From an optimization exercise on the open Yosys and OpenROAD flow, aimed at small area and a short achievable clock period; shortcuts taken in it are not production practice.
Where RTL was checked, it was by simulation tests only, not by an equivalence proof against the original.
Power is estimated from default activity; no workload was simulated.

run 1:
// store_buffer_fwd
module store_buffer_fwd #(
    parameter int SB_DEPTH = 8,
    parameter int TAG_W    = 5,
    parameter int ADDR_W   = 32
) (
    input  logic                      clk,
    input  logic                      rst,
    input  logic                      alloc_valid,
    output logic                      alloc_ready,
    input  logic [TAG_W-1:0]          alloc_rob_tag,
    input  logic [ADDR_W-1:0]         alloc_addr,
    input  logic [31:0]               alloc_wdata,
    input  logic [3:0]                alloc_wmask,
    input  logic                      commit_valid,
    input  logic [TAG_W-1:0]          commit_rob_tag,
    output logic                      commit_err,
    input  logic                      flush,
    output logic                      dmem_req_valid,
    input  logic                      dmem_req_ready,
    output logic [ADDR_W-1:0]         dmem_addr,
    output logic [31:0]               dmem_wdata,
  ...
Size in the first run: roughly 2000 cells after synthesis, roughly 230 I/O pins.
Settings: LEC_CHECK=0, CAP_MARGIN=20, CORE_MARGIN=2, CORE_UTILIZATION=60, CTS_BUF_LIST=sky130_fd_sc_hd__clkbuf_8, CTS_CLUSTER_DIAMETER=50, CTS_CLUSTER_SIZE=20, PLACE_DENSITY=0.7, SETUP_SLACK_MARGIN=3, SLEW_MARGIN=20, SYNTH_HIERARCHICAL=1, SYNTH_MINIMUM_KEEP_SIZE=0; clock period 9.0 ns.
standard.sh (not shown) runs the stock make flow with config.mk's settings and CLKGATE_MAP_FILE= SYNTH_SCRIPT=/design/flow/synth_recipe.tcl, a recipe that flattens the netlist after the stock synthesis.
==> flow/flow/run.sh <==
#!/bin/bash
# Standard layout, with the ports buffered by the smallest plain buffer
# (the resizer upsizes the ones on critical paths). Full tool output goes
# to flow_standard.log in the work folder.
set -euo pipefail
export BUFFER_PORTS_ARGS="-buffer_cell sky130_fd_sc_hd__buf_1"
bash standard.sh finish > flow_standard.log 2>&1
Setup changes, run 1 to run 2
Settings: CTS_CLUSTER_SIZE now 30, was 20; SETUP_SLACK_MARGIN now 3.2, was 3; CTS_BUF_LIST no longer set, was sky130_fd_sc_hd__clkbuf_8; CTS_CLUSTER_DIAMETER now 60, was 50.
Findings:
Run 2: all stages complete, timing, DRC and antenna checks passed. Summary — register share of total power, run 2 relative to run 1: lower, by 3.1 points. Met1 track demand over resource delta (run 1 -> run 2): insignificant. Side by side, switching power share of the total turned out lower in run 2 than in run 1.
[inputs] run 3 vs run 2
Settings: SETUP_SLACK_MARGIN changed from 3.2 to 3.
==> summary.txt <==
The minimum period implied by the final worst setup slack of run 3 was inferior to that of run 2. Lower combined area of the multi-input logic cells among run 3 and run 2: run 3. Per the comparison of run 3 with run 2, relative contribution of sequential cells to total power went up by 1.7 points, routed length per instance ~0 delta. Cell area, run 3 vs run 2: down by a few percent. Between run 2 and run 3, the number of instances in the placed design does not differ in any meaningful way. Sort run 3 and run 2 by sequential share of layout area desc -> top: run 3. Compared with run 2, run 3 shows a lower wire length. Run 3 vs run 2: non-clock buffer count down in run 3.


tundra:
store_buffer_fwd, a different RTL version from the one above (not shown whole).
Size in the first run: ~2000 cells after synthesis, about 590 flip-flops, ~230 I/O pins, roughly 0.027 mm2 of cells after synthesis.
clock: 9.0 ns
lec_check: 0
cap_margin: 20
core_margin: 2
core_utilization: 60
place_density: 0.7
setup_slack_margin: 3
slew_margin: 20
run.sh (not shown) runs the stock make flow with config.mk's settings and CLKGATE_MAP_FILE= SYNTH_SCRIPT=/design/flow/synth_recipe.tcl, a recipe that flattens the netlist after the stock synthesis.
Stock flow here: none of the scripts above is used.
For amber, these inputs were changed with respect to tundra:
- CORE_UTILIZATION: 60 -> 40
- PLACE_DENSITY: 0.7 -> unset
## What came out
Between tundra and amber, the difference in part of the cycle the worst path needs is negligible. Static leakage delta (amber − tundra): unfavourable. Compared with tundra, in amber number of non-clock buffers rose 2.0%; instance area after placement rose about 1.1%; final instance area rose about 2.4%; count of clock-buffer cells in the layout rose about 8%.
> inputs changed (amber -> indigo)
- setting CTS_BUF_LIST to sky130_fd_sc_hd__clkbuf_4 sky130_fd_sc_hd__clkbuf_8 for the first time
- setting PLACE_DENSITY to 0.7 for the first time
- changing CORE_UTILIZATION from 40 to 60
==> flow/flow/run.sh (new file) <==
#!/bin/bash
# Standard layout, with the ports buffered by the smallest plain buffer
# (the resizer upsizes the ones on critical paths). Full tool output goes
# to flow_standard.log in the work folder.
set -euo pipefail
export BUFFER_PORTS_ARGS="-buffer_cell sky130_fd_sc_hd__buf_1"
bash standard.sh finish > flow_standard.log 2>&1
==> flow/standard.sh (new file) <==
#!/bin/bash
# synth_recipe.tcl (not shown) runs the flow's synth.tcl, then flattens the netlist and writes it again
# the make line also repeats each setting of config.mk as NAME=value (left out here)
make -C /OpenROAD-flow-scripts/flow DESIGN_CONFIG=/design/flow/config.mk WORK_HOME=/design/flow/orfs CLKGATE_MAP_FILE= SYNTH_SCRIPT=/design/flow/synth_recipe.tcl "${@:-finish}"
removed: flow/run.sh
==> summary.txt <==
Compared indigo against amber; register area within noise. The setup slack of indigo is larger than that of amber. Re total power: indigo is about 8% down on amber.


== juniper ==
Another version of the RTL of store_buffer_fwd (not shown whole).
For scale: ~1,800 cells after synthesis, roughly 230 I/O pins, roughly 27,000 µm² of cells after synthesis.
clock: 9.0 ns
lec_check: 0
cap_margin: 20
core_margin: 2
core_utilization: 70
cts_cluster_diameter: 60
cts_cluster_size: 30
place_density: 0.8
setup_slack_margin: 3
slew_margin: 20
synth_hierarchical: 1
synth_minimum_keep_size: 0
standard.sh (not shown) runs the stock make flow with config.mk's settings and CLKGATE_MAP_FILE= SYNTH_SCRIPT=/design/flow/synth_recipe.tcl, a recipe that flattens the netlist after the stock synthesis.
==> flow/flow/run.sh <==
#!/bin/bash
# Standard layout, with the ports buffered by the smallest plain buffer
# (the resizer upsizes the ones on critical paths). Full tool output goes
# to flow_standard.log in the work folder.
set -euo pipefail
export BUFFER_PORTS_ARGS="-buffer_cell sky130_fd_sc_hd__buf_1"
bash standard.sh finish > flow_standard.log 2>&1
juniper: flow completed, timing, DRC and antenna clean
What sierra does differently from juniper at the input level:
- changing PLACE_DENSITY from 0.8 to 0.7
- changing CORE_UTILIZATION from 70 to 60
==> comparison <==
- sierra vs juniper, origin of the worst setup path: ld_addr[11] vs ld_addr[10]
- juniper → sierra: detailed-placement wirelength estimate moved up, number of rows in the core area picked up an extra 8.5%, routed length on met1 shows an increase of about 13%, count of plain and timing-repair buffers saw an increase.
- Via count improves in sierra relative to juniper.
No functional check of the RTL was part of any run of this note.


Setup of quartz:
store_buffer_fwd with an RTL version that a note above also has.
Size: ~590 flip-flops, about 230 I/O pins, about 27000 um2 of cells after synthesis.
clock: 9.0 ns
lec_check: 0
cap_margin: 20
core_margin: 2
core_utilization: 60
cts_cluster_diameter: 60
cts_cluster_size: 30
place_density: 0.7
setup_slack_margin: 4
slew_margin: 20
synth_hierarchical: 1
synth_minimum_keep_size: 0
Scripts as last shown in full above: flow/flow/run.sh
No stage failed in quartz, and the final checks on the layout all came back clean.
[inputs] lagoon vs quartz
- SETUP_SLACK_MARGIN now 3.4, was 4
### Flow results
- Compared with quartz, in lagoon register share of the cell area neither gained nor lost much; area used by sequential logic in the layout neither gained nor lost much; clock period minus worst slack picked up an extra 0.016 ns; number of optimization iterations in the first detailed-route pass lost 1.
- Clock-buffer cell count in lagoon vs quartz: up about 4.5%
- Changes observed in lagoon relative to quartz: number of max-cap violations flat, post-route worst setup slack lost 0.016 ns.

[afterwards: timing with drivers on the ports]
No port has a modelled driver above. Below, the same layouts with a new extraction and two added sets of constraints.
Step 1 (the two cells are an assumption about what drives the block):
set clk [get_ports {clk}]
set_driving_cell -lib_cell sky130_fd_sc_hd__clkbuf_16 $clk
set_driving_cell -lib_cell sky130_fd_sc_hd__buf_2 [delete_from_list [all_inputs] $clk]
Step 2 times the ports against the registers' clock, not the clock port: input delays grow and output delays shrink by t, the midpoint of the rising clock arrivals with the driver on.
a / b / c = ideal ports / drivers / drivers and shift; a / b = the first two.
| run | t (ns) | setup slack, ns | worst slew at a driven data input, ns |
|---|---|---|---|
| run 1 | 0.740 | 3.049 / 2.966 / 2.966 | 0.10 |
| run 2 | 0.661 | 3.193 / 3.141 / 3.141 | 0.10 |
| run 3 | 0.654 | 3.037 / 2.976 / 2.976 | 0.10 |
| tundra | 0.679 | 2.596 / 2.559 / 2.559 | 0.09 |
| amber | 0.668 | 2.585 / 2.550 / 2.550 | 0.14 |
| indigo | 0.750 | 2.803 / 2.768 / 2.768 | 0.10 |
| juniper | 0.633 | 2.956 / 2.928 / 2.928 | 0.10 |
| sierra | 0.653 | 2.955 / 2.926 / 2.641 | 0.09 |
| quartz | 0.654 | 3.130 / 3.076 / 3.076 | 0.11 |
| lagoon | 0.653 | 3.115 / 3.071 / 3.071 | 0.11 |
After both steps setup and hold are still met in every run listed. For sierra, which loses most, drivers alone change the setup slack by -0.029 ns; drivers and shift together by -0.314 ns.
